What follows belongs to an exercise in optimizing a design on an open flow for small area, a short achievable clock period and few clock cycles per item; a production flow would make more cautious choices. RTL that was checked went through simulation tests only; none was proved equivalent to the original. Power is estimated from default activity; no workload was simulated.

==> pepper <==
## mvm_layer
module mvm_layer (
   input  logic  clk,
   input  logic  reset,
   input  logic  s_valid,
   output logic  s_ready,
   input  logic signed [16-1:0] data_in,
   output logic  m_valid,
   input  logic  m_ready,
   output logic signed [16-1:0] data_out
);
   logic                   x_wr;
   logic                   x_load;
   logic [4-1:0] row;
   logic                   take_buf;
   logic                   take_new;
   logic                   buf_wr;
   logic [1:0]             wp;
   logic [1:0]             rp;
   logic [111-1:0]  rom_ctl;
   logic [111-1:0]  ctl;
   logic [8*16-1:0] x;
   logic [16-1:0] result;
   logic [16-2:0] queue [4];    
   logic [16-2:0] dout;
   mvm_control u_control (
      .clk       (clk),
      .reset     (reset),
      .s_valid   (s_valid),
      .m_ready   (m_ready),
      .s_ready   (s_ready),
      .x_wr      (x_wr),
      .x_load    (x_load),
      .row       (row),
      .out_valid (m_valid),
      .take_buf  (take_buf),
      .take_new  (take_new),
      .buf_wr    (buf_wr),
      .wp        (wp),
      .rp        (rp)
   );
   input_buffer u_input_buffer (
      .clk     (clk),
      .x_wr    (x_wr),
      .x_load  (x_load),
      .data_in (data_in),
      .x       (x)
   );
   layer_rom u_layer_rom (
  ...
==> module mvm_control, before the edit <==
module mvm_control (
   input  logic                   clk,
   input  logic                   reset,
   input  logic                   s_valid,
   input  logic                   m_ready,
   output logic                   s_ready,
   output logic                   x_wr,
   output logic                   x_load,
   output logic [4-1:0] row,         
   output logic                   out_valid,
   output logic                   take_buf,    
   output logic                   take_new,    
   output logic                   buf_wr,      
   output logic [1:0]             wp,
   output logic [1:0]             rp
);
   logic [3-1:0]  in_cnt;      
   logic                   act;         
   logic                   issue;       
   logic                   iv;          
   logic [2:0]             v_pipe;      
   logic                   res_v;       
   logic [4:0]             cnt;         
   logic [3:0]             bcnt;        
   logic                   free;        
   logic                   deliver;
   assign x_wr    = s_valid && s_ready;
   assign x_load  = x_wr && (in_cnt == 3'(8 - 1));
   assign issue   = (act || x_load) && (!cnt[4] || deliver);
   logic [4:0]             cnt_inc, cnt_dec;
   logic [3:0]             bcnt_inc, bcnt_dec;
   assign cnt_inc  = {cnt[3:0], 1'b1};
   assign cnt_dec  = {1'b0, cnt[4:1]};
   assign bcnt_inc = {bcnt[2:0], 1'b1};
   assign bcnt_dec = {1'b0, bcnt[3:1]};
   assign res_v   = v_pipe[2];
   assign deliver = out_valid && m_ready;
   logic                   act_n;
   logic [3-1:0]  in_cnt_n;
   assign in_cnt_n = x_wr ? in_cnt + 1'b1 : in_cnt;    
   assign act_n    = x_load || (act && !(issue && row == 4'(16 - 1)));
   always_ff @(posedge clk) begin
      if (reset) begin
         in_cnt  <= '0;
         act     <= 1'b0;
         row     <= '0;
         iv      <= 1'b0;
         v_pipe  <= '0;
         cnt     <= '0;
         s_ready <= 1'b1;    
      end else begin
         in_cnt <= in_cnt_n;
         act    <= act_n;
         if (issue) begin
            row <= row + 1'b1;    
         end
         iv     <= issue;
            v_pipe <= {v_pipe[1:0], iv};
         if (issue && !deliver) begin
            cnt <= cnt_inc;
         end else if (deliver && !issue) begin
            cnt <= cnt_dec;
         end
         s_ready <= (in_cnt_n != 3'(8 - 1)) || !act_n;
      end
   end
   assign free     = !out_valid || m_ready;
   assign take_buf = free && bcnt[0];
   assign take_new = free && !bcnt[0] && res_v;
   assign buf_wr   = res_v && !take_new;
   always_ff @(posedge clk) begin
      if (reset) begin
         out_valid <= 1'b0;
         bcnt      <= '0;
         wp        <= '0;
         rp        <= '0;
      end else begin
         if (free) begin
            out_valid <= bcnt[0] || res_v;
         end
         if (buf_wr && !take_buf) begin
            bcnt <= bcnt_inc;
         end else if (take_buf && !buf_wr) begin
            bcnt <= bcnt_dec;
         end
         if (buf_wr) begin
            wp <= (wp == 2'd3) ? '0 : wp + 1'b1;
         end
         if (take_buf) begin
            rp <= (rp == 2'd3) ? '0 : rp + 1'b1;
         end
      end
   end
endmodule
==> module mvm_layer, before the edit <==
module mvm_layer (
   input  logic  clk,
   input  logic  reset,
   input  logic  s_valid,
   output logic  s_ready,
   input  logic signed [16-1:0] data_in,
   output logic  m_valid,
   input  logic  m_ready,
   output logic signed [16-1:0] data_out
);
   logic                   x_wr;
   logic                   x_load;
   logic [4-1:0] row;
   logic                   take_buf;
   logic                   take_new;
   logic                   buf_wr;
   logic [1:0]             wp;
   logic [1:0]             rp;
   logic [111-1:0]  rom_ctl;
   logic [111-1:0]  ctl;
   logic [8*16-1:0] x;
   logic [16-1:0] result;
   logic [16-2:0] queue [4];    
   logic [16-2:0] dout;
   mvm_control u_control (
      .clk       (clk),
      .reset     (reset),
      .s_valid   (s_valid),
      .m_ready   (m_ready),
      .s_ready   (s_ready),
      .x_wr      (x_wr),
      .x_load    (x_load),
      .row       (row),
      .out_valid (m_valid),
      .take_buf  (take_buf),
      .take_new  (take_new),
      .buf_wr    (buf_wr),
      .wp        (wp),
      .rp        (rp)
   );
   input_buffer u_input_buffer (
      .clk     (clk),
      .x_wr    (x_wr),
      .x_load  (x_load),
      .data_in (data_in),
      .x       (x)
   );
   layer_rom u_layer_rom (
      .row    (row),
      .ctl    (rom_ctl)
   );
   always_ff @(posedge clk) begin
      ctl <= rom_ctl;
   end
   mac_lane u_lane (
      .clk    (clk),
      .ctl    (ctl),
      .x      (x),
      .result (result)
   );
   logic [16-2:0] dout_n;
   assign dout_n = ({(16-1){take_buf}} & queue[rp]) |
                   ({(16-1){take_new}} & result[16-2:0]) |
                   ({(16-1){!take_buf && !take_new}} & dout);
   always_ff @(posedge clk) begin
      dout <= dout_n;
      for (int i = 0; i < 4; i++) begin
         if (buf_wr && wp == 2'(i)) begin
            queue[i] <= result[16-2:0];
         end
      end
   end
   assign data_out = {1'b0, dout};    
endmodule
Settings: LEC_CHECK=0, CAP_MARGIN=20, CORE_MARGIN=2, CORE_UTILIZATION=40, CTS_CLUSTER_DIAMETER=80, CTS_CLUSTER_SIZE=25, PLACE_DENSITY=0.6, SETUP_SLACK_MARGIN=4.6, SLEW_MARGIN=20; clock period 7.0 ns.
standard.sh (not shown) runs the stock make flow with config.mk's settings and CLKGATE_MAP_FILE= SYNTH_SCRIPT=/design/flow/synth_recipe.tcl, a recipe that flattens the netlist after the stock synthesis.
==> flow/flow/run.sh <==
#!/bin/bash
# Layout flow: the standard synthesis, then a polarity pass on the full
# adders of the synthesized netlist (flow/polfix.py: a full adder is
# self-dual, so complementing its inputs complements its outputs; choosing
# each adder's polarity removes most inverters between adders), checked
# against the synthesized netlist on random vectors (flow/neteq.py), then the
# standard flow from floorplan to the final layout.
set -euo pipefail
R=orfs/results/${FLOW_PLATFORM}/mvm_layer/base

bash standard.sh synth > synth.log 2>&1

cp $R/1_2_yosys.v $R/1_2_yosys_std.v
python3 flow/polfix.py $R/1_2_yosys_std.v $R/1_2_yosys_pol.v > polfix.log 2>&1
python3 flow/neteq.py $R/1_2_yosys_std.v $R/1_2_yosys_pol.v 40 > neteq.log 2>&1
cp $R/1_2_yosys_pol.v $R/1_2_yosys.v
rm -f $R/1_synth.odb $R/1_synth.sdc

bash standard.sh > layout.log 2>&1
Other scripts of this flow, unchanged in this note and not shown: flow/flow/neteq.py, flow/flow/polfix.py
==> ember: changes against pepper <==
- CORE_UTILIZATION: 40 -> 55
- PLACE_DENSITY: 0.6 -> 0.75
==> amber: changes against pepper <==
--- a/flow/design.v
+++ b/flow/design.v
@@ -3009,4 +3009,4 @@
    logic                   res_v;       
-   logic [4:0]             cnt;         
-   logic [3:0]             bcnt;        
+   logic [2:0]             cnt;         
+   logic [2:0]             bcnt;        
    logic                   free;        
@@ -3015,9 +3015,8 @@
    assign x_load  = x_wr && (in_cnt == 3'(8 - 1));
-   assign issue   = (act || x_load) && (!cnt[4] || deliver);
-   logic [4:0]             cnt_inc, cnt_dec;
-   logic [3:0]             bcnt_inc, bcnt_dec;
-   assign cnt_inc  = {cnt[3:0], 1'b1};
-   assign cnt_dec  = {1'b0, cnt[4:1]};
-   assign bcnt_inc = {bcnt[2:0], 1'b1};
-   assign bcnt_dec = {1'b0, bcnt[3:1]};
+   assign issue   = (act || x_load) && ((cnt != 3'd5) || deliver);
+   logic [2:0]             cnt_inc, cnt_dec, bcnt_inc, bcnt_dec;
+   assign cnt_inc  = cnt + 1'b1;
+   assign cnt_dec  = cnt - 1'b1;
+   assign bcnt_inc = bcnt + 1'b1;
+   assign bcnt_dec = bcnt - 1'b1;
    assign res_v   = v_pipe[2];
@@ -3054,4 +3053,4 @@
    assign free     = !out_valid || m_ready;
-   assign take_buf = free && bcnt[0];
-   assign take_new = free && !bcnt[0] && res_v;
+   assign take_buf = free && (bcnt != '0);
+   assign take_new = free && (bcnt == '0) && res_v;
    assign buf_wr   = res_v && !take_new;
@@ -3065,3 +3064,3 @@
          if (free) begin
-            out_valid <= bcnt[0] || res_v;
+            out_valid <= (bcnt != '0) || res_v;
          end
@@ -3144,8 +3143,8 @@
    );
-   logic [16-2:0] dout_n;
-   assign dout_n = ({(16-1){take_buf}} & queue[rp]) |
-                   ({(16-1){take_new}} & result[16-2:0]) |
-                   ({(16-1){!take_buf && !take_new}} & dout);
    always_ff @(posedge clk) begin
-      dout <= dout_n;
+      if (take_buf) begin
+         dout <= queue[rp];
+      end else if (take_new) begin
+         dout <= result[16-2:0];
+      end
       for (int i = 0; i < 4; i++) begin
- SETUP_SLACK_MARGIN: 4.6 -> 4.5
==> summary of the runs <==
Count of clock-buffer cells in the layout: pepper > amber > ember. First-iteration DRC count, highest first: ember, pepper, amber. Between pepper and ember, the lower hold slack is in pepper (gap 0.00099 ns). Sequential share of layout area: amber > ember > pepper. Against amber, the sequential power of pepper is lower by about 0.9%. ember finished with timing, DRC and antenna clean. amber finished with timing, DRC and antenna clean. pepper finished with timing, DRC and antenna clean. Of ember and pepper, ember has the higher utilization (gap 16 points). The lowest routed wire length belongs to ember, the highest to amber.
==> figures <==
                                                                          pepper                ember                amber
Status                                                             finished clean       finished clean       finished clean
Area of the core region                                               88100 sq um          64100 sq um          88200 sq um
Worst setup margin                                                        4.50 ns              4.45 ns              4.44 ns
End of the worst hold path                                 u_lane.q8_q6_q2_s2_3_3  u_lane.q8_q6_s5_3_0  u_lane.q8_q6_s6_5_0
Detailed Place HPWL                                                 81400 microns        77600 microns        81400 microns
Sequential power share                                                      57.1%                58.1%                56.8%
Total of plain and repair buffers excluding clock buffers                      87                   84                   68
Worst setup skew after layout                                           0.0365 ns            0.0395 ns            0.0276 ns
Worst setup path start                                        u_lane.q8_q6_s5_3_0    u_lane.q2_s2_14_1              dout[2]
Wire length of the first global-routing pass                       158000 microns       151000 microns       157000 microns
Switching power                                                           1.96 mW              1.89 mW              2.01 mW
Clock-pin slew on the worst setup and hold paths                          0.09 ns              0.10 ns              0.10 ns
Largest net degree at the start of global routing                              96                  104                  115
Std-Cell Rows                                                                 109                   93                  109
Power dissipated in combinational cells                                  0.734 mW             0.800 mW             0.786 mW
Testbench counts of pepper, summed over its fixed seeds: cycles 5,216, frames 320.
Testbench counts of ember, summed over its fixed seeds: cycles 5,216, frames 320.
No functional check of the RTL was part of amber.

afterwards: timing with drivers on the ports:
Ports are ideal in the flow. The routed layouts listed here were re-timed in OpenROAD. Step 1: set_driving_cell puts a clkbuf_16 on clk and a buf_2 on each other input, an assumption about the parent block. Step 2 also shifts input and output timing later by t, the mid clock arrival at the registers, as if the neighbouring blocks saw the same clock. Slacks: ideal ports / drivers / drivers and shift; pairs: ideal ports / drivers.
| run | t, ns | setup slack, ns | worst hold slack (ns) | clock arrival spread, ns |
|---|---|---|---|---|
| pepper | 0.671 | 4.498 / 4.440 / 4.117 | 0.331 / 0.331 / 0.331 | 0.039 / 0.039 |
| ember | 0.655 | 4.455 / 4.455 / 4.004 | 0.332 / 0.332 / 0.332 | 0.050 / 0.050 |
| amber | 0.667 | 4.441 / 4.369 / 3.819 | 0.333 / 0.333 / 0.333 | 0.033 / 0.033 |
After both steps setup and hold are still met in every run listed. For amber, which loses most, drivers alone change the setup slack by -0.072 ns; drivers and shift together by -0.622 ns.
